What follows belongs to an exercise in optimizing a design on an open flow for a short achievable clock period and few clock cycles; a production flow would make more cautious choices. Function was checked by simulation only, so behaviour that the tests miss may differ from the original. No activity file was given, so power comes from the tool's default toggle rates.

===== design/flow/config.mk =====
export PLATFORM = sky130hd
export DESIGN_NAME = axi_mem
export DESIGN_NICKNAME = axi_mem
export VERILOG_FILES = /design/flow/design.v
export SDC_FILE = /design/flow/constraint.sdc
export NUM_CORES = 4
export LEC_CHECK = 0
export CAP_MARGIN = 20
export CORE_MARGIN = 2
export CORE_UTILIZATION = 40
export SLEW_MARGIN = 20

===== design/flow/constraint.sdc =====
create_clock -name core_clock -period 6.0 [get_ports {aclk}]
set_input_delay 1.2000 -clock core_clock [delete_from_list [all_inputs] [get_ports {aclk}]]
set_output_delay 1.2000 -clock core_clock [all_outputs]
set_load 0.01 [all_outputs]

===== design/flow/design.v =====
`default_nettype none
package axi_mem_pkg;
  localparam int AXI_ADDR_W = 32;
  localparam int AXI_DATA_W = 32;
  localparam int AXI_ID_W   = 4;
  localparam int AXI_STRB_W = AXI_DATA_W / 8;
  typedef enum logic [2:0] {
    size_1b = 3'd0,
    size_2b = 3'd1,
    size_4b = 3'd2
  } axi_size_e;
  typedef enum logic [1:0] {
    resp_okay   = 2'b00,
    resp_slverr = 2'b10
  } axi_resp_e;
  typedef struct packed {
    logic [AXI_ID_W-1:0]   id;
    logic [AXI_ADDR_W-1:0] addr;
    logic [3:0]            len;   
    axi_size_e             size;
  } axi_ax_t;
  typedef struct packed {
    logic [AXI_DATA_W-1:0] data;
    logic [AXI_STRB_W-1:0] strb;
    logic                  last;
  } axi_w_t;
  typedef struct packed {
    logic [AXI_ID_W-1:0]   id;
    logic [AXI_DATA_W-1:0] data;
    axi_resp_e             resp;
    logic                  last;
  } axi_r_t;
  typedef struct packed {
    logic [AXI_ID_W-1:0] id;
    axi_resp_e           resp;
  } axi_b_t;
  typedef enum logic {rd_idle, rd_beat} rd_state_e;
  typedef enum logic [1:0] {wr_idle, wr_beat, wr_resp} wr_state_e;
endpackage
`default_nettype wire
`timescale 1ns/10ps
`default_nettype none
module axi_burst_addr
#(
  parameter int MEM_BYTES = 128
) (
  input  wire                   aclk,
  input  wire                   arstn,
  input  wire                   load,      
  input  wire axi_mem_pkg::axi_ax_t          req,
  input  wire                   advance,   
  output logic [axi_mem_pkg::AXI_ADDR_W-1:0] beat_addr,
  output logic [axi_mem_pkg::AXI_STRB_W-1:0] lane_mask,
  output logic                  beat_last,
  output logic                  beat_err,
  output logic [axi_mem_pkg::AXI_ID_W-1:0]   id
);
  localparam logic [axi_mem_pkg::AXI_ADDR_W:0] MEM_LIMIT = MEM_BYTES;
  axi_mem_pkg::axi_ax_t               req_q;
  logic [axi_mem_pkg::AXI_ADDR_W-1:0] addr_q;
  logic [3:0]            beat_cnt;
  logic [axi_mem_pkg::AXI_ADDR_W-1:0] step;        
  logic [axi_mem_pkg::AXI_STRB_W-1:0] size_mask;
  logic [axi_mem_pkg::AXI_ADDR_W:0]   beat_end;    
  logic                  size_err;
  always_ff @(posedge aclk or negedge arstn) begin
    if (!arstn) begin
      beat_cnt <= '0;
    end else if (load) begin
      beat_cnt <= '0;
    end else if (advance) begin
      beat_cnt <= beat_cnt + 1'b1;
    end
  end
  always_ff @(posedge aclk) begin
    if (load) begin
      req_q  <= req;
      addr_q <= req.addr;
    end else if (advance) begin
      addr_q <= addr_q + step;   
    end
  end
  assign step = axi_mem_pkg::AXI_ADDR_W'(1) << req_q.size;
  always_comb begin
    case (req_q.size)
      axi_mem_pkg::size_1b: size_mask = 4'b0001;
      axi_mem_pkg::size_2b: size_mask = 4'b0011;
      default: size_mask = 4'b1111;
    endcase
  end
  assign lane_mask = size_mask << addr_q[1:0];
  assign beat_end  = {1'b0, addr_q} + {1'b0, step};
  assign size_err  = req_q.size > axi_mem_pkg::size_4b;
  assign beat_err  = size_err || (beat_end > MEM_LIMIT);
  assign beat_last = beat_cnt == req_q.len;
  assign beat_addr = addr_q;
  assign id        = req_q.id;
endmodule
`default_nettype wire
`timescale 1ns/10ps
`default_nettype none
module axi_byte_ram
#(
  parameter int MEM_BYTES = 128
) (
  input  wire                   aclk,
  input  wire                   we,
  input  wire [axi_mem_pkg::AXI_ADDR_W-1:0]  wr_addr,
  input  wire [axi_mem_pkg::AXI_STRB_W-1:0]  wr_lanes,   
  input  wire axi_mem_pkg::axi_w_t           wdata,
  input  wire [axi_mem_pkg::AXI_ADDR_W-1:0]  rd_addr,
  output logic [axi_mem_pkg::AXI_DATA_W-1:0] rd_word
);
  localparam int WORDS = MEM_BYTES / 4;
  localparam int IDX_W = (WORDS > 1) ? $clog2(WORDS) : 1;
  logic [axi_mem_pkg::AXI_DATA_W-1:0] mem [WORDS];
  logic [axi_mem_pkg::AXI_STRB_W-1:0] byte_en;
  logic [IDX_W-1:0]      wr_idx;
  logic [IDX_W-1:0]      rd_idx;
  assign wr_idx = wr_addr[IDX_W+1:2];
  assign rd_idx = rd_addr[IDX_W+1:2];
  assign byte_en = wr_lanes & wdata.strb;
  always_ff @(posedge aclk) begin
    if (we) begin
      for (int i = 0; i < axi_mem_pkg::AXI_STRB_W; i++) begin
        if (byte_en[i]) begin
          mem[wr_idx][8*i +: 8] <= wdata.data[8*i +: 8];
        end
      end
    end
  end
  assign rd_word = mem[rd_idx];
endmodule
`default_nettype wire
`timescale 1ns/10ps
`default_nettype none
module axi_mem_ctrl
(
  input  wire                  aclk,
  input  wire                  arstn,
  input  wire                  arvalid,
  output logic                 arready,
  input  wire                  awvalid,
  output logic                 awready,
  input  wire axi_mem_pkg::axi_w_t          w,
  input  wire                  wvalid,
  output logic                 wready,
  output axi_mem_pkg::axi_r_t               r,
  output logic                 rvalid,
  input  wire                  rready,
  output axi_mem_pkg::axi_b_t               b,
  output logic                 bvalid,
  input  wire                  bready,
  output logic                 rd_load,
  output logic                 rd_advance,
  input  wire                  rd_last,
  input  wire                  rd_err,
  input  wire [axi_mem_pkg::AXI_ID_W-1:0]   rd_id,
  input  wire [axi_mem_pkg::AXI_DATA_W-1:0] rd_word,
  output logic                 wr_load,
  output logic                 wr_advance,
  output logic                 ram_we,
  input  wire                  wr_last,
  input  wire                  wr_err,
  input  wire [axi_mem_pkg::AXI_ID_W-1:0]   wr_id
);
  axi_mem_pkg::rd_state_e rd_state;
  axi_mem_pkg::wr_state_e wr_state;
  logic   ar_hs, r_hs, aw_hs, w_hs, b_hs;
  axi_mem_pkg::axi_r_t r_beat;     
  axi_mem_pkg::axi_r_t r_hold;     
  logic   rd_hold;
  logic   wr_err_q;   
  logic   beat_bad;
  assign ar_hs = arvalid && arready;
  assign r_hs  = rvalid && rready;
  assign aw_hs = awvalid && awready;
  assign w_hs  = wvalid && wready;
  assign b_hs  = bvalid && bready;
  assign arready = rd_state == axi_mem_pkg::rd_idle;
  assign rvalid  = rd_state == axi_mem_pkg::rd_beat;
  assign awready = wr_state == axi_mem_pkg::wr_idle;
  assign wready  = wr_state == axi_mem_pkg::wr_beat;
  assign bvalid  = wr_state == axi_mem_pkg::wr_resp;
  assign rd_load    = ar_hs;
  assign rd_advance = r_hs && !rd_last;
  assign wr_load    = aw_hs;
  assign wr_advance = w_hs && !wr_last;
  assign ram_we     = w_hs && !wr_err;
  always_ff @(posedge aclk or negedge arstn) begin
    if (!arstn) begin
      rd_state <= axi_mem_pkg::rd_idle;
    end else begin
      case (rd_state)
        axi_mem_pkg::rd_idle: if (ar_hs) rd_state <= axi_mem_pkg::rd_beat;
        axi_mem_pkg::rd_beat: if (r_hs && rd_last) rd_state <= axi_mem_pkg::rd_idle;
      endcase
    end
  end
  always_comb begin
    r_beat.id   = rd_id;
    r_beat.data = rd_err ? '0 : rd_word;
    r_beat.resp = rd_err ? axi_mem_pkg::resp_slverr : axi_mem_pkg::resp_okay;
    r_beat.last = rd_last;
  end
  always_ff @(posedge aclk or negedge arstn) begin
    if (!arstn) rd_hold <= 1'b0;
    else        rd_hold <= rvalid && !rready;
  end
  always_ff @(posedge aclk) begin
    if (rvalid && !rready) r_hold <= r;
  end
  assign r = rd_hold ? r_hold : r_beat;
  assign beat_bad = wr_err || (w.last != wr_last);
  always_ff @(posedge aclk or negedge arstn) begin
    if (!arstn) begin
      wr_state <= axi_mem_pkg::wr_idle;
      wr_err_q <= 1'b0;
    end else begin
      case (wr_state)
        axi_mem_pkg::wr_idle: begin
          if (aw_hs) begin
            wr_state <= axi_mem_pkg::wr_beat;
            wr_err_q <= 1'b0;
          end
        end
        axi_mem_pkg::wr_beat: begin
          if (w_hs) begin
            wr_err_q <= wr_err_q || beat_bad;
            if (wr_last) wr_state <= axi_mem_pkg::wr_resp;
          end
        end
        axi_mem_pkg::wr_resp: if (b_hs) wr_state <= axi_mem_pkg::wr_idle;
        default: wr_state <= axi_mem_pkg::wr_idle;
      endcase
    end
  end
  always_ff @(posedge aclk) begin
    if (w_hs && wr_last) begin
      b.id   <= wr_id;
      b.resp <= (wr_err_q || beat_bad) ? axi_mem_pkg::resp_slverr : axi_mem_pkg::resp_okay;
    end
  end
endmodule
`default_nettype wire
`timescale 1ns/10ps
`default_nettype none
module axi_mem_top
#(
  parameter int MEM_BYTES = 128
) (
  input  wire          aclk,
  input  wire          arstn,
  input  wire axi_mem_pkg::axi_ax_t ar,
  input  wire          arvalid,
  output logic         arready,
  input  wire axi_mem_pkg::axi_ax_t aw,
  input  wire          awvalid,
  output logic         awready,
  input  wire axi_mem_pkg::axi_w_t  w,
  input  wire          wvalid,
  output logic         wready,
  output axi_mem_pkg::axi_r_t       r,
  output logic         rvalid,
  input  wire          rready,
  output axi_mem_pkg::axi_b_t       b,
  output logic         bvalid,
  input  wire          bready
);
  logic                  rd_load, rd_advance, rd_last, rd_err;
  logic [axi_mem_pkg::AXI_ID_W-1:0]   rd_id;
  logic [axi_mem_pkg::AXI_ADDR_W-1:0] rd_addr;
  logic [axi_mem_pkg::AXI_DATA_W-1:0] rd_word;
  logic                  wr_load, wr_advance, wr_last, wr_err, ram_we;
  logic [axi_mem_pkg::AXI_ID_W-1:0]   wr_id;
  logic [axi_mem_pkg::AXI_ADDR_W-1:0] wr_addr;
  logic [axi_mem_pkg::AXI_STRB_W-1:0] wr_lanes;
  axi_mem_ctrl u_ctrl (
    .aclk       (aclk),
    .arstn      (arstn),
    .arvalid    (arvalid),
    .arready    (arready),
    .awvalid    (awvalid),
    .awready    (awready),
    .w          (w),
    .wvalid     (wvalid),
    .wready     (wready),
    .r          (r),
    .rvalid     (rvalid),
    .rready     (rready),
    .b          (b),
    .bvalid     (bvalid),
    .bready     (bready),
    .rd_load    (rd_load),
    .rd_advance (rd_advance),
    .rd_last    (rd_last),
    .rd_err     (rd_err),
    .rd_id      (rd_id),
    .rd_word    (rd_word),
    .wr_load    (wr_load),
    .wr_advance (wr_advance),
    .ram_we     (ram_we),
    .wr_last    (wr_last),
    .wr_err     (wr_err),
    .wr_id      (wr_id)
  );
  axi_burst_addr #(.MEM_BYTES(MEM_BYTES)) u_rd_addr (
    .aclk      (aclk),
    .arstn     (arstn),
    .load      (rd_load),
    .req       (ar),
    .advance   (rd_advance),
    .beat_addr (rd_addr),
    .lane_mask (),
    .beat_last (rd_last),
    .beat_err  (rd_err),
    .id        (rd_id)
  );
  axi_burst_addr #(.MEM_BYTES(MEM_BYTES)) u_wr_addr (
    .aclk      (aclk),
    .arstn     (arstn),
    .load      (wr_load),
    .req       (aw),
    .advance   (wr_advance),
    .beat_addr (wr_addr),
    .lane_mask (wr_lanes),
    .beat_last (wr_last),
    .beat_err  (wr_err),
    .id        (wr_id)
  );
  axi_byte_ram #(.MEM_BYTES(MEM_BYTES)) u_ram (
    .aclk     (aclk),
    .we       (ram_we),
    .wr_addr  (wr_addr),
    .wr_lanes (wr_lanes),
    .wdata    (w),
    .rd_addr  (rd_addr),
    .rd_word  (rd_word)
  );
endmodule
`default_nettype wire
`timescale 1ns/10ps
`default_nettype none
module axi_mem (
  input  wire        aclk,
  input  wire        arstn,
  input  wire [3:0]  arid,
  input  wire [31:0] araddr,
  input  wire [3:0]  arlen,
  input  wire [2:0]  arsize,
  input  wire        arvalid,
  output wire        arready,
  input  wire [3:0]  awid,
  input  wire [31:0] awaddr,
  input  wire [3:0]  awlen,
  input  wire [2:0]  awsize,
  input  wire        awvalid,
  output wire        awready,
  input  wire [31:0] wdata,
  input  wire [3:0]  wstrb,
  input  wire        wlast,
  input  wire        wvalid,
  output wire        wready,
  output wire [3:0]  rid,
  output wire [31:0] rdata,
  output wire [1:0]  rresp,
  output wire        rlast,
  output wire        rvalid,
  input  wire        rready,
  output wire [3:0]  bid,
  output wire [1:0]  bresp,
  output wire        bvalid,
  input  wire        bready
);
  axi_mem_pkg::axi_ax_t ar_s, aw_s;
  axi_mem_pkg::axi_w_t  w_s;
  axi_mem_pkg::axi_r_t  r_s;
  axi_mem_pkg::axi_b_t  b_s;
  assign ar_s = {arid, araddr, arlen, arsize};
  assign aw_s = {awid, awaddr, awlen, awsize};
  assign w_s  = {wdata, wstrb, wlast};
  assign {rid, rdata, rresp, rlast} = r_s;
  assign {bid, bresp} = b_s;
  axi_mem_top #(.MEM_BYTES(128)) u_top (
    .aclk    (aclk),
    .arstn   (arstn),
    .ar      (ar_s),
    .arvalid (arvalid),
    .arready (arready),
    .aw      (aw_s),
    .awvalid (awvalid),
    .awready (awready),
    .w       (w_s),
    .wvalid  (wvalid),
    .wready  (wready),
    .r       (r_s),
    .rvalid  (rvalid),
    .rready  (rready),
    .b       (b_s),
    .bvalid  (bvalid),
    .bready  (bready)
  );
endmodule
`default_nettype wire

===== design/flow/run.sh =====
#!/bin/bash
# synth_recipe.tcl (not shown) runs the flow's synth.tcl, then flattens the netlist and writes it again
# the make line also repeats each setting of config.mk as NAME=value (left out here)
make -C /OpenROAD-flow-scripts/flow DESIGN_CONFIG=/design/flow/config.mk WORK_HOME=/design/flow/orfs CLKGATE_MAP_FILE= SYNTH_SCRIPT=/design/flow/synth_recipe.tcl finish

==> notes.md <==
## area by class of cell
class,instances,area share
Tap cell,1612,0.0348
Antenna cell,1,0.0000432
Inverter,15,0.000972
Sequential cell,1172,0.606
Multi-Input combinational cell,1278,0.231
Timing Repair Buffer,336,0.0529
Clock inverter,82,0.0157
Clock buffer,152,0.0586
## cells in the mapped netlist, types with 4 or more instances
| cell type | n |
|---|---|
| nor3_1 | 15 |
| mux4_2 | 320 |
| inv_1 | 15 |
| ha_1 | 18 |
| xor2_1 | 30 |
| a21o_1 | 11 |
| dfxtp_1 | 5 |
| buf_1 | 28 |
| nor3b_1 | 13 |
| mux2i_1 | 39 |
| edfxtp_1 | 1154 |
| dfrtp_1 | 13 |
| xnor2_1 | 43 |
| a211oi_1 | 4 |
| a21oi_1 | 24 |
| nor4_1 | 70 |
| mux2_2 | 12 |
| nor2_1 | 170 |
| and3b_1 | 5 |
| nand3_1 | 93 |
| a31oi_1 | 5 |
| buf_2 | 6 |
| and3_1 | 21 |
| o211ai_1 | 4 |
| buf_4 | 4 |
| nand2_1 | 186 |
| or4_1 | 4 |
| nor2b_1 | 5 |
| or3_1 | 4 |
| nand4_1 | 20 |
| o21ai_0 | 85 |
| and2_1 | 8 |
| nand2b_1 | 5 |
| or2_2 | 4 |
| buf_6 | 6 |
| clkbuf_1 | 126 |
| a2111oi_0 | 5 |
## final timing paths
path / startpoint / end / cells after the start / slack [ps]
min in group asynchronous: arstn / u_top.u_ctrl.wr_state[0] / 1 / 930
setup / recovery: u_top.u_rd_addr.req_q[1] / rdata[31] / 16 / 200
hold reg to reg: u_top.u_wr_addr.req_q[39] / u_top.u_ctrl.b[2] / 0 / 450
max in group asynchronous: arstn / u_top.u_ctrl.rd_hold / 1 / 4480
setup reg to reg: u_top.u_wr_addr.req_q[1] / u_top.u_ram.mem[30][5] / 12 / 550
hold / removal: u_top.u_wr_addr.req_q[39] / u_top.u_ctrl.b[2] / 0 / 450
## state kept, by name (all words and copies together) (netlist names), named ones only
signal and flops:
u_top.u_ctrl.rd_hold 1, u_top.u_ram.mem 1024, u_top.u_wr_addr.beat_cnt 4, u_top.u_wr_addr.req_q 11, u_top.u_ctrl.r_hold 39, u_top.u_ctrl.b 5, u_top.u_wr_addr.addr_q 32, u_top.u_ctrl.wr_state 2
u_top.u_rd_addr.beat_cnt 4, u_top.u_ctrl.rd_state 1, u_top.u_rd_addr.addr_q 32, u_top.u_ctrl.wr_err_q 1, u_top.u_rd_addr.req_q 11
## critical path: stages (launching register included)
cell and delay [ps]:
edfxtp_1 470, buf_4 190, nor3b_4 210, ha_1 270, a21o_1 190, nand4_1 130, buf_4 150, and3_4 230
or3_1 140, nand4_1 140, a2111oi_2 310, and4_1 220, nand4_1 100, buf_4 190, buf_6 190, o21ai_2 160
clkdlybuf4s50_1 550
## cell families after synthesis
logic type / synth area share
compound gates: 0.0219
xor+xnor: 0.0131
fa+ha+maj: 0.00545
buf+inv: 0.0157
flops: 0.721
mux: 0.159
other cells: 0.0000771
simple gates: 0.0633
## stage by stage
step | total power, W | instance area [sq um] | utilization
finish | 0.0255 | 58000 | 0.482
global route | 0.0265 | 58000 | 0.482
CTS | 0.0257 | 57700 | 0.480
detailed placement | 0.0175 | 53300 | 0.443
global placement | 0.0174 | 53200 | 0.443
floorplan | 0.0149 | 48600 | -
## per-layer routing
layer,share of wire,up-vias
met5,0.00011,-
met4,0.019,2
met3,0.056,152
met2,0.50,868
met1,0.42,13700
li1,-,11300
## power groups by stage
stage          logic, W  registers, W  clock network (W)
2_1_floorplan   0.00497       0.00990                  0
3_3_place_gp    0.00702        0.0104                  0
3_5_place_dp    0.00709        0.0104                  0
4_1_cts         0.00718        0.0103            0.00825
5_1_grt         0.00764        0.0103            0.00856
6_report        0.00714        0.0102            0.00806
## what timing repair did
item,in CTS,in global routing
endpoints found under the setup margin,33,32
gates resized for setup,55,64
setup buffers,11,6
pin swaps,1,7
==> notes.md <==
status no timing/DRC/antenna violations; most common cell after layout, fill and taps aside edfxtp_1; Clock Tree Buf Depth 3; Crit Path Class reg -> out; Initial Utilization 0.404; global routing usage on met2 0.324; Worst Skew 31.7 ps; grt total ovfl 0; Avg WL per Cell 26.0 microns; Hold Violations, Final 0; Hold WC Path Type reg -> reg; Synth Flop Type edfxtp_1; nature of the critical path endpoint output port; final period utilization 0.967; commonest cells after routing, fill and taps aside edfxtp_1 (1154), mux4_2 (320), nand2_1 (186), nor2_1 (167), buf_4 (144); Tot GR Track Use 0.195; final wirelength 121000 microns; setup violators final 0; core footprint 120000 sq um; worst slew pin tran 1070 ps; pwr/cell area 439 nW/um^2; met1 GRT Util 0.264; Port-buffer cells 178; Top Usage Layer GRT met2; vias in the first global route 27000; fmax 0.172 GHz; Chip Height 353 microns; Slew headroom 0.285; final critical-path required period 5800 ps; max-slew violation count 0; DR vias 26000; H-tree depth 4; layout net count 3083; CTS Sinks 1172; Flop pwr share 0.403; largest net degree at the start of global routing 75; initial antenna violation count 4; Die W 353 microns; hold_buf cts 0; # DRC 0; FILL cells 9902; CTS root buf clkbuf_16; mapped cell area 48600 sq um; met3 Use GR 0.0349; maxcap violations 0; top post-synthesis cells by area edfxtp_1 (71%), mux4_2 (15%), nand2_1 (1.4%); worst hold margin 451 ps; switching share of power 0.306; crit path DAT 4600 ps; Logic pwr share 0.280; First-pass DRT Iterations 7; Post-synth EDFFs 1154; clock share of power 0.317; Post-Syn Nets 2785; Worst Path Required 4800 ps; share of cells above drive strength 1 0.274; Mapped Cells 2635; HPWL Detailed 77800 microns; mean post-synth cell area 18.5 sq um; Setup WS post-layout 199 ps; Unique masters post-synth 76; Clock transition at path regs 60 ps; post-synthesis sequential area ratio 0.721; Clock Latency Late Sink 760 ps; Critical Path Start Type flop; worst vdd ir 0.323 mV; crit-path max FO 11; Setup TNS 0 ps; unrepaired setup endpoints after global routing no; Yosys top cell by area edfxtp_1; P_int 0.0177 W; Cell Rows 127; total CTS buffers 130; leakage power 18.8 nW; Detail Route Antenna Nets 0; worst slack, placed 92.6 ps; global-route wire length before repair 180000 microns; Psw 0.00778 W; I/O pin count 180; die area 124000 sq um; DR iter-0 viols 2842; Multi-input gate area 13400 sq um; final std cells w/o fill 4648; placed insts 4395; post-synthesis async set-or-reset flop share 0.0111; gpl congestion 0.870; yosys warns 3; top-area cell type share of the netlist area 0.712; number of synthesized register bits 1172; via/cell ratio 5.60; Area Growth Syn to Fin 19.1%; CTS tree yes; Register Area 35100 sq um
Testbench counts, summed over its fixed seeds: cycles 84,334.

## re-timing with driven ports
No port has a modelled driver above. Below, the same layout with a new extraction and two added sets of constraints.
Step 1, drivers: a clkbuf_16 drives aclk and a buf_2 each remaining input, both assumed.
Step 2 adds t to the input delays and takes it off the output delays; t is the mean of the earliest and latest rising clock arrival at the registers after step 1. Input paths then give back, and output paths get back, about the clock's delay inside the block.
Slacks: ideal / step 1 / step 2; pairs: ideal / step 1.
t (ns): 0.824
setup WS [ns]: 0.199 / 0.124 / 0.547
slew at the worst register clock pin (ns): 0.06 / 0.06
After both steps setup and hold are still met in this run. For this run, drivers alone change the setup slack by -0.075 ns; drivers and shift together by +0.348 ns.
